Context: an optimization exercise on an open-source flow, tuned for small area. The choices shown serve that exercise and are no tape-out recipe.
The RTL of this run was laid out without a check of its function.
Power figures rest on the tool's default switching activity, not on a simulated workload.

### flow/design.v
`default_nettype none
package lqm_pkg;
    localparam int QUE_N   = 8;
    localparam int BLK_N   = 16;
    localparam int SUB_DEP = 4;
    localparam int DATA_W  = 16;
endpackage
`default_nettype wire
`timescale 1ns/1ps
`default_nettype none
module lqm_sdp_ram (
    input  logic        i_clk,
    input  logic        i_rst_n,
    input  logic        i_sel,      
    input  logic        i_we,       
    input  logic [5:0]  i_waddr,
    input  logic [15:0] i_wdata,
    input  logic [5:0]  i_raddr,
    output logic [15:0] o_rdata
);
    logic [15:0] mem [64];
    logic [5:0]  raddr_q;
    logic        phase;
    logic [15:0] wx;
    always_ff @(posedge i_clk) begin
        if (!i_rst_n) phase <= 1'b0;
        else          phase <= !phase;
    end
    assign wx = i_wdata ^ {16{phase}};
    for (genvar a = 0; a < 64; a++) begin : g_w
        logic sel, we;
        assign sel = i_sel && (i_waddr == 6'(a));
        assign we  = sel && i_we;
        always_ff @(posedge i_clk) begin
            mem[a] <= ~(({16{we}} & wx) | ({16{!sel}} & mem[a]));
        end
    end
    always_ff @(posedge i_clk) begin
        raddr_q <= i_raddr;
    end
    assign o_rdata = mem[raddr_q] ^ {16{phase}};
endmodule
`default_nettype wire
`timescale 1ns/1ps
`default_nettype none
module blk_free_pool (
    input  logic       i_clk,
    input  logic       i_rst_n,
    input  logic       i_alloc,
    output logic       o_nonempty,
    output logic [3:0] o_free_blk,
    input  logic       i_release,
    input  logic [3:0] i_rel_blk
);
    logic [15:0] free_map;
    assign o_nonempty = |free_map;
    always_comb begin
        o_free_blk = 4'd0;
        for (int i = 15; i >= 0; i--) begin
            if (free_map[i]) o_free_blk = 4'(i);
        end
    end
    always_ff @(posedge i_clk) begin
        if (!i_rst_n) begin
            free_map <= '1;
        end else begin
            for (int b = 0; b < 16; b++) begin
                if (i_alloc && o_free_blk == 4'(b)) free_map[b] <= 1'b0;
                else if (i_release && i_rel_blk == 4'(b)) free_map[b] <= 1'b1;
            end
        end
    end
endmodule
`default_nettype wire
`timescale 1ns/1ps
`default_nettype none
module que_state_table (
    input  logic       i_clk,
    input  logic       i_rst_n,
    input  logic [2:0] i_enq_qid,
    output logic [6:0] o_e_cnt,
    output logic [1:0] o_e_rsub,
    output logic [3:0] o_e_tail,
    input  logic [2:0] i_deq_qid,
    output logic [6:0] o_d_cnt,
    output logic [1:0] o_d_rsub,
    output logic [3:0] o_d_head,
    input  logic       i_accept,    
    input  logic       i_alloc,     
    input  logic       i_new_head,  
    input  logic [3:0] i_new_blk,
    input  logic       i_deq_ok,    
    input  logic       i_rel,       
    input  logic [3:0] i_nxt_head,
    input  logic [6:0] i_e_inc,     
    input  logic [6:0] i_d_dec      
);
    logic [6:0] cnt  [8];
    logic [1:0] rsub [8];
    logic [3:0] head [8];
    logic [3:0] tail [8];
    logic [7:0] e_sel, d_sel;
    always_comb begin
        o_e_cnt  = '0;
        o_e_rsub = '0;
        o_e_tail = '0;
        o_d_cnt  = '0;
        o_d_rsub = '0;
        o_d_head = '0;
        for (int q = 0; q < 8; q++) begin
            e_sel[q] = (i_enq_qid == 3'(q));
            d_sel[q] = (i_deq_qid == 3'(q));
            o_e_cnt  = o_e_cnt  | ({7{e_sel[q]}} & cnt[q]);
            o_e_rsub = o_e_rsub | ({2{e_sel[q]}} & rsub[q]);
            o_e_tail = o_e_tail | ({4{e_sel[q]}} & tail[q]);
            o_d_cnt  = o_d_cnt  | ({7{d_sel[q]}} & cnt[q]);
            o_d_rsub = o_d_rsub | ({2{d_sel[q]}} & rsub[q]);
            o_d_head = o_d_head | ({4{d_sel[q]}} & head[q]);
        end
    end
    logic [6:0] inc_r, dec_r;
    logic [1:0] rsub_r;
    assign inc_r  = i_rst_n ? i_e_inc : 7'd0;
    assign dec_r  = i_rst_n ? i_d_dec : 7'd0;
    assign rsub_r = i_rst_n ? o_d_rsub + 2'd1 : 2'd0;
    for (genvar q = 0; q < 8; q++) begin : g_q
        logic eh, dh;
        assign eh = i_accept && e_sel[q];
        assign dh = i_deq_ok && d_sel[q];
        always_ff @(posedge i_clk) begin
            if (!i_rst_n || (eh != dh)) cnt[q] <= eh ? inc_r : dec_r;
            if (!i_rst_n || dh) rsub[q] <= rsub_r;
        end
        always_ff @(posedge i_clk) begin
            if (eh && i_alloc) tail[q] <= i_new_blk;
            if (eh && i_new_head) head[q] <= i_new_blk;
            else if (dh && i_rel) head[q] <= i_nxt_head;
        end
    end
endmodule
`default_nettype wire
`timescale 1ns/1ps
`default_nettype none
module enq_ctrl (
    input  logic        i_enq_vld,
    input  logic [2:0]  i_enq_qid,
    input  logic [55:0] i_drop_th,
    input  logic [6:0]  i_cnt,
    input  logic [1:0]  i_rsub,
    input  logic [3:0]  i_tail,
    input  logic        i_pool_nonempty,
    input  logic [3:0]  i_free_blk,
    input  logic        i_same_rel,    
    output logic        o_slot_ok,     
    output logic        o_go,          
    output logic        o_accept,
    output logic        o_alloc,
    output logic        o_new_head,
    output logic        o_link_we,
    output logic [5:0]  o_waddr,
    output logic [6:0]  o_inc
);
    logic [1:0] wsub;
    logic       need_blk;
    logic       has_blk;
    assign wsub     = i_rsub + i_cnt[1:0];
    assign need_blk = (wsub == 2'd0);
    assign has_blk  = (i_cnt != 7'd0) || (i_rsub != 2'd0);
    assign o_slot_ok  = !(need_blk && !i_pool_nonempty);
    assign o_go       = i_enq_vld && (i_cnt < i_drop_th[i_enq_qid*7 +: 7]);
    assign o_accept   = o_go && o_slot_ok;
    assign o_alloc    = o_accept && need_blk;
    assign o_new_head = !has_blk || (i_same_rel && i_cnt == 7'd1);
    assign o_link_we  = o_alloc && has_blk;
    assign o_waddr    = {need_blk ? i_free_blk : i_tail, wsub};
    assign o_inc      = i_cnt + 7'd1;
endmodule
`default_nettype wire
`timescale 1ns/1ps
`default_nettype none
module deq_ctrl (
    input  logic       i_deq_vld,
    input  logic [6:0] i_cnt,
    input  logic [1:0] i_rsub,
    input  logic [3:0] i_head,
    output logic       o_deq_ok,
    output logic       o_rel,
    output logic [5:0] o_raddr,
    output logic [6:0] o_dec
);
    assign o_deq_ok = i_deq_vld && (i_cnt != 7'd0);
    assign o_rel    = o_deq_ok && (i_rsub == 2'd3);
    assign o_raddr  = {i_head, i_rsub};
    assign o_dec    = i_cnt - 7'd1;
endmodule
`default_nettype wire
`timescale 1ns/1ps
`default_nettype none
module lqm_top (
    input  logic        i_clk,
    input  logic        i_rst_n,
    input  logic        i_enq_vld,
    input  logic [2:0]  i_enq_qid,
    input  logic [15:0] i_enq_data,
    input  logic        i_deq_vld,
    input  logic [2:0]  i_deq_qid,
    input  logic [55:0] i_drop_th,
    output logic        o_enq_drop,
    output logic        o_deq_vld,
    output logic [15:0] o_deq_data
);
    logic [6:0] e_cnt, d_cnt, e_inc, d_dec;
    logic [1:0] e_rsub, d_rsub;
    logic [3:0] e_tail, d_head;
    logic       slot_ok, go, accept, alloc, new_head, link_we;
    logic       deq_ok, rel;
    logic       pool_ne;
    logic [3:0] free_blk, nxt_head;
    logic [5:0] waddr, raddr;
    logic [3:0] link [16];
    que_state_table u_state (
        .i_clk      (i_clk),
        .i_rst_n    (i_rst_n),
        .i_enq_qid  (i_enq_qid),
        .o_e_cnt    (e_cnt),
        .o_e_rsub   (e_rsub),
        .o_e_tail   (e_tail),
        .i_deq_qid  (i_deq_qid),
        .o_d_cnt    (d_cnt),
        .o_d_rsub   (d_rsub),
        .o_d_head   (d_head),
        .i_accept   (accept),
        .i_alloc    (alloc),
        .i_new_head (new_head),
        .i_new_blk  (free_blk),
        .i_deq_ok   (deq_ok),
        .i_rel      (rel),
        .i_nxt_head (nxt_head),
        .i_e_inc    (e_inc),
        .i_d_dec    (d_dec)
    );
    enq_ctrl u_enq (
        .i_enq_vld       (i_enq_vld),
        .i_enq_qid       (i_enq_qid),
        .i_drop_th       (i_drop_th),
        .i_cnt           (e_cnt),
        .i_rsub          (e_rsub),
        .i_tail          (e_tail),
        .i_pool_nonempty (pool_ne),
        .i_free_blk      (free_blk),
        .i_same_rel      (rel && (i_deq_qid == i_enq_qid)),
        .o_slot_ok       (slot_ok),
        .o_go            (go),
        .o_accept        (accept),
        .o_alloc         (alloc),
        .o_new_head      (new_head),
        .o_link_we       (link_we),
        .o_waddr         (waddr),
        .o_inc           (e_inc)
    );
    deq_ctrl u_deq (
        .i_deq_vld (i_deq_vld),
        .i_cnt     (d_cnt),
        .i_rsub    (d_rsub),
        .i_head    (d_head),
        .o_deq_ok  (deq_ok),
        .o_rel     (rel),
        .o_raddr   (raddr),
        .o_dec     (d_dec)
    );
    blk_free_pool u_pool (
        .i_clk      (i_clk),
        .i_rst_n    (i_rst_n),
        .i_alloc    (alloc),
        .o_nonempty (pool_ne),
        .o_free_blk (free_blk),
        .i_release  (rel),
        .i_rel_blk  (d_head)
    );
    always_ff @(posedge i_clk) begin
        if (link_we) link[e_tail] <= free_blk;
    end
    assign nxt_head = link[d_head];
    lqm_sdp_ram u_dmem (
        .i_clk   (i_clk),
        .i_rst_n (i_rst_n),
        .i_sel   (slot_ok),
        .i_we    (go),
        .i_waddr (waddr),
        .i_wdata (i_enq_data),
        .i_raddr (raddr),
        .o_rdata (o_deq_data)
    );
    always_ff @(posedge i_clk) begin
        if (!i_rst_n) begin
            o_enq_drop <= 1'b0;
            o_deq_vld  <= 1'b0;
        end else begin
            o_enq_drop <= i_enq_vld && !accept;
            o_deq_vld  <= deq_ok;
        end
    end
endmodule
`default_nettype wire
### flow/flow/run.sh
#!/bin/bash
# Layout flow: the standard ORFS layout (standard.sh), run with
#  - an area-oriented ABC mapping script in place of ORFS's speed script,
#  - single-strength port buffers,
#  - a clock tree of clkbuf_16 over larger sink clusters, without dummy loads.
# Every tool's log stays in orfs/logs; the make output goes to standard.log.
set -euo pipefail
here=$(pwd)
rm -rf scripts_area
cp -r "$FLOW_HOME/scripts" scripts_area
cp flow/abc_map.script scripts_area/abc_speed.script
export SCRIPTS_DIR="$here/scripts_area"
export BUFFER_PORTS_ARGS="-buffer_cell sky130_fd_sc_hd__buf_1"
export CTS_ARGS="-sink_clustering_enable -repair_clock_nets -dont_use_dummy_load -buf_list sky130_fd_sc_hd__clkbuf_16 -sink_clustering_size 30 -sink_clustering_max_diameter 80"
bash standard.sh > standard.log 2>&1
### flow/flow/abc_map.script
&get -n
&st
&dch -f
&nf -R 1000 -a -p -F 8 -A 6
&put
topo
### flow/standard.sh
#!/bin/bash
# synth_recipe.tcl (not shown) runs the flow's synth.tcl, then flattens the netlist and writes it again
# the make line also repeats each setting of config.mk as NAME=value (left out here)
make -C /OpenROAD-flow-scripts/flow DESIGN_CONFIG=/design/flow/config.mk WORK_HOME=/design/flow/orfs CLKGATE_MAP_FILE= SYNTH_SCRIPT=/design/flow/synth_recipe.tcl "${@:-finish}"
### flow/config.mk
export PLATFORM = sky130hd
export DESIGN_NAME = lqm_top
export DESIGN_NICKNAME = lqm_top
export VERILOG_FILES = /design/flow/design.v
export SDC_FILE = /design/flow/constraint.sdc
export NUM_CORES = 4
export LEC_CHECK = 0
export CAP_MARGIN = 20
export CORE_MARGIN = 2
export CORE_UTILIZATION = 40
export SLEW_MARGIN = 20
### flow/constraint.sdc
create_clock -name core_clock -period 6.0 [get_ports {i_clk}]
set_input_delay 1.2000 -clock core_clock [delete_from_list [all_inputs] [get_ports {i_clk}]]
set_output_delay 1.2000 -clock core_clock [all_outputs]
set_load 0.01 [all_outputs]
==> results.toml <==
[sta]
period_share = 1.01
finalCriticalPeriod_ns = 6.05
fin_skew_ns = 0.109
slew_headroom = 0.216
fin_setup_tns_ns = -0.0738
slew_viol_final = 0
fmax_mhz = 165
tightest_slew_ns = 1.17
setup_viol = 2
final_hold_viol_count = 0
fin_ws_ns = -0.0480
grt_setup_unrepaired = "true"

[drt]
wl_per_cell_um = 27.5
routed_via_density = 6.62
drc = 0
wl_mm = 161
first_iter_violations = 6732
first_pass_iters = 12
vias = 38800
antenna_left = 0

[synthesis]
avgSynthCellArea_um2 = 11.5
synth_seq_cells = 1249
synth_flop_cell = "dfxtp_1"
syn-num-nets = 3996
synthArstFlopShare = 0
netlist_area_mm2 = 0.0448
ys_seq_area_frac = 0.603
synth_edf_count = 200
yosys_warnings = 9
synthDistinctLibCells = 45
syn_inst = 3901

[layout]
final_nets = 4471
final_cell_mix = "a22oi_1 (1263), dfxtp_1 (1048), nand2_1 (347), buf_4 (320), nor2_1 (234)"
syn_to_final_growth_pct = 14.2
layout-drive-gt1-share = 0.0933
mostFrequentLayoutCell = "a22oi_1"
fin_area_mm2 = 0.0511

[placed_design]
pre_cts_slack_ns = 0.0607
dpl.hpwl_mm = 107
io_buffers = 99
gp_congestion = 0.939
dpl_cell_area_mm2 = 0.0498

[die]
fp.dieArea_mm2 = 0.115
die_w_um = 339
start_util = 0.404
fp.dieH_um = 339
rows = 122
pin_count = 100
core_area_mm2 = 0.111

[worst_setup_path]
start_kind = "flop"
rr_endpoint = "u_state.head[4][1]"
reg2reg_depth = 13
end_kind = "output pin"
path_class = "flop to output pin"
worstPathRequired_ns = 4.80
cp_max_fo = 11
r2r_start = "u_state.cnt[1][5]"
arrival_ns = 4.85
regToRegSetupSlack_ns = 1.44

[worst_hold_path]
hp-start = "u_dmem.mem[7][4]"
whs_path_depth = 1
hold_path_end = "u_dmem.mem[7][4]"
hold_class = "flop to flop"

[clock_tree]
cts_buffers = 52
numClockSinks = 1249
cts.path.max_buffers = 3
htree_levels = 2
root_buffer = "clkbuf_16"
tritoncts = "built"
postCtsResizedCells = 0
worstSkewPairLatency_ns = 0.72
cts_hold_buffers = 0
postCtsSetupBuffers = 0
clkTransAtPathRegs_ns = 0.11

[run_status]
so.violations = "setup timing"
outcome = "complete, but fails checks"

[global_routing]
grt_pass1_vias = 35900
overflow = 0
grt_use_total = 0.270
grt_start_max_net_pins = 65
antenna_found_initial = 2
grt_pass1_wl_mm = 239

[power]
p_leak_uw = 0.0179
cellPowerDensity_mw_per_mm2 = 414
ir_worst_vdd_mv = 0.241

[flow_run]
cap_violations = 0
[metal layers]
metal,wire length [µm],part of all wire,vias to the layer above,global-route usage
met5,0,0,-,0
met4,5930,0.037,0,0.0962
met3,14100,0.087,261,0.0402
met2,70700,0.44,1884,0.403
met1,70600,0.44,19700,0.394
li1,-,-,17000,-
[Yosys cell counts (all sizes together) (2+ instances only)]
cell type | number | area [µm²]
nor3 | 12 | 60.1
nor2 | 237 | 890
nand4b | 2 | 17.5
o21ai | 73 | 365
a222oi | 197 | 1970
nand4 | 117 | 732
and3b | 2 | 17.5
and3 | 19 | 119
a221oi | 37 | 324
edfxtp | 200 | 6010
nand3 | 45 | 225
nor2b | 26 | 163
a21boi | 5 | 37.5
a22o | 29 | 254
a21oi | 46 | 230
a22oi | 1263 | 9480
ha | 13 | 163
nand2 | 350 | 1310
mux2i | 18 | 180
nand3b | 5 | 37.5
xnor2 | 25 | 219
xor2 | 28 | 245
dfxtp | 1049 | 21000
or4 | 3 | 22.5
mux4 | 2 | 45.0
clkinv | 8 | 30.0
mux2 | 8 | 90.1
and4 | 4 | 35.0
a2111oi | 2 | 17.5
nor4 | 17 | 106
and2 | 13 | 81.3
o22ai | 13 | 81.3
nor3b | 3 | 22.5
a31oi | 9 | 56.3
nand2b | 8 | 50.1
or2 | 4 | 25.0
[worst max path at each step]
stage | startpoint | depth (start not counted) | to
final | u_dmem.raddr_q[1] | 12 | o_deq_data[9]
after global routing | u_dmem.raddr_q[2] | 13 | o_deq_data[9]
after global placement | i_enq_qid[1] | 16 | u_state.head[3][2]
after floorplan | i_enq_qid[0] | 14 | u_dmem.mem[48][0]
after CTS | u_dmem.raddr_q[1] | 12 | o_deq_data[2]
after detailed placement | i_enq_qid[1] | 17 | u_state.head[3][2]
[kinds of logic (layout without fill, tap and decap cells)]
family / after synthesis / in the layout / share of synthesized area
compound gates: 1681 / 1681 / 0.288
flops: 1249 / 1249 / 0.603
simple gates: 869 / 869 / 0.0878
xor+xnor: 53 / 53 / 0.0104
mux: 28 / 28 / 0.00704
fa+ha+maj: 13 / 13 / 0.00363
buf+inv: 8 / 481 / 0.000670
other cells: 0 / 2 / 0
[through the flow]
stage | util | std cells | power [µW] | hold WS [ns]
finish | 0.461 | 5864 | 21200 | 0.452
CTS | 0.461 | 5862 | 21100 | 0.457
detailed placement | 0.449 | 5810 | 17100 | 0.442
global route | 0.461 | 5862 | 22100 | 0.468
floorplan | - | 3901 | 15300 | 0.426
global placement | 0.449 | 5810 | 16900 | 0.435
[sequential cells by signal, indices dropped and copies added (netlist names), 6 cells and up]
signal	count
u_state.rsub	16
link	64
u_dmem.raddr_q	6
u_pool.free_map	16
u_state.head	32
u_dmem.mem	1024
u_state.tail	32
u_state.cnt	56
[area by class of cell]
type | count | area (µm²)
inverter | 8 | 30.0
tap | 1488 | 1860
antenna | 2 | 5.00
fill | 10500 | 59700
timing repair buffer | 421 | 2820
sequential | 1249 | 27000
clock buffer | 52 | 1300
multi-input combinational | 2644 | 18100
[power breakdown]
part	total, µW	switching, µW	internal (µW)	leakage [µW]
Combinational	4230	2300	1930	0.00605
Clock	4130	2570	1560	0.000641
Sequential	12800	1500	11300	0.0113
[critical path: stages (launching register included)]
cell,delay (ns)
dfxtp_1,0.58
nor2b_1,0.16
nand2_1,0.46
nor2_1,0.39
a222oi_1,0.62
nand4_1,0.35
or4_1,0.47
nor3_1,0.16
buf_4,0.18
nand4_1,0.08
o21ai_0,0.32
xnor2_1,0.20
buf_1,0.17

## what the ideal ports hide
How much do the figures lean on ideal ports? The routed layout below was timed once more, with nothing changed but the port constraints.
Step 1 (the two cells are an assumption about what drives the block):
set clk [get_ports {i_clk}]
set_driving_cell -lib_cell sky130_fd_sc_hd__clkbuf_16 $clk
set_driving_cell -lib_cell sky130_fd_sc_hd__buf_2 [delete_from_list [all_inputs] $clk]
Step 2 adds t to the input delays and takes it off the output delays; t is the mean of the earliest and latest rising clock arrival at the registers after step 1. Input paths then give back, and output paths get back, about the clock's delay inside the block.
Three values: ideal, step 1, step 2; two values: the first two.
t (ns): 0.745
setup WS [ns]: -0.048 / -0.128 / -0.055
worst slew at a driven data input, ns: 0.04
pins driven straight from the clock port: 1
The setup slack of this run moves by -0.080 ns with the drivers and by -0.007 ns with both steps.
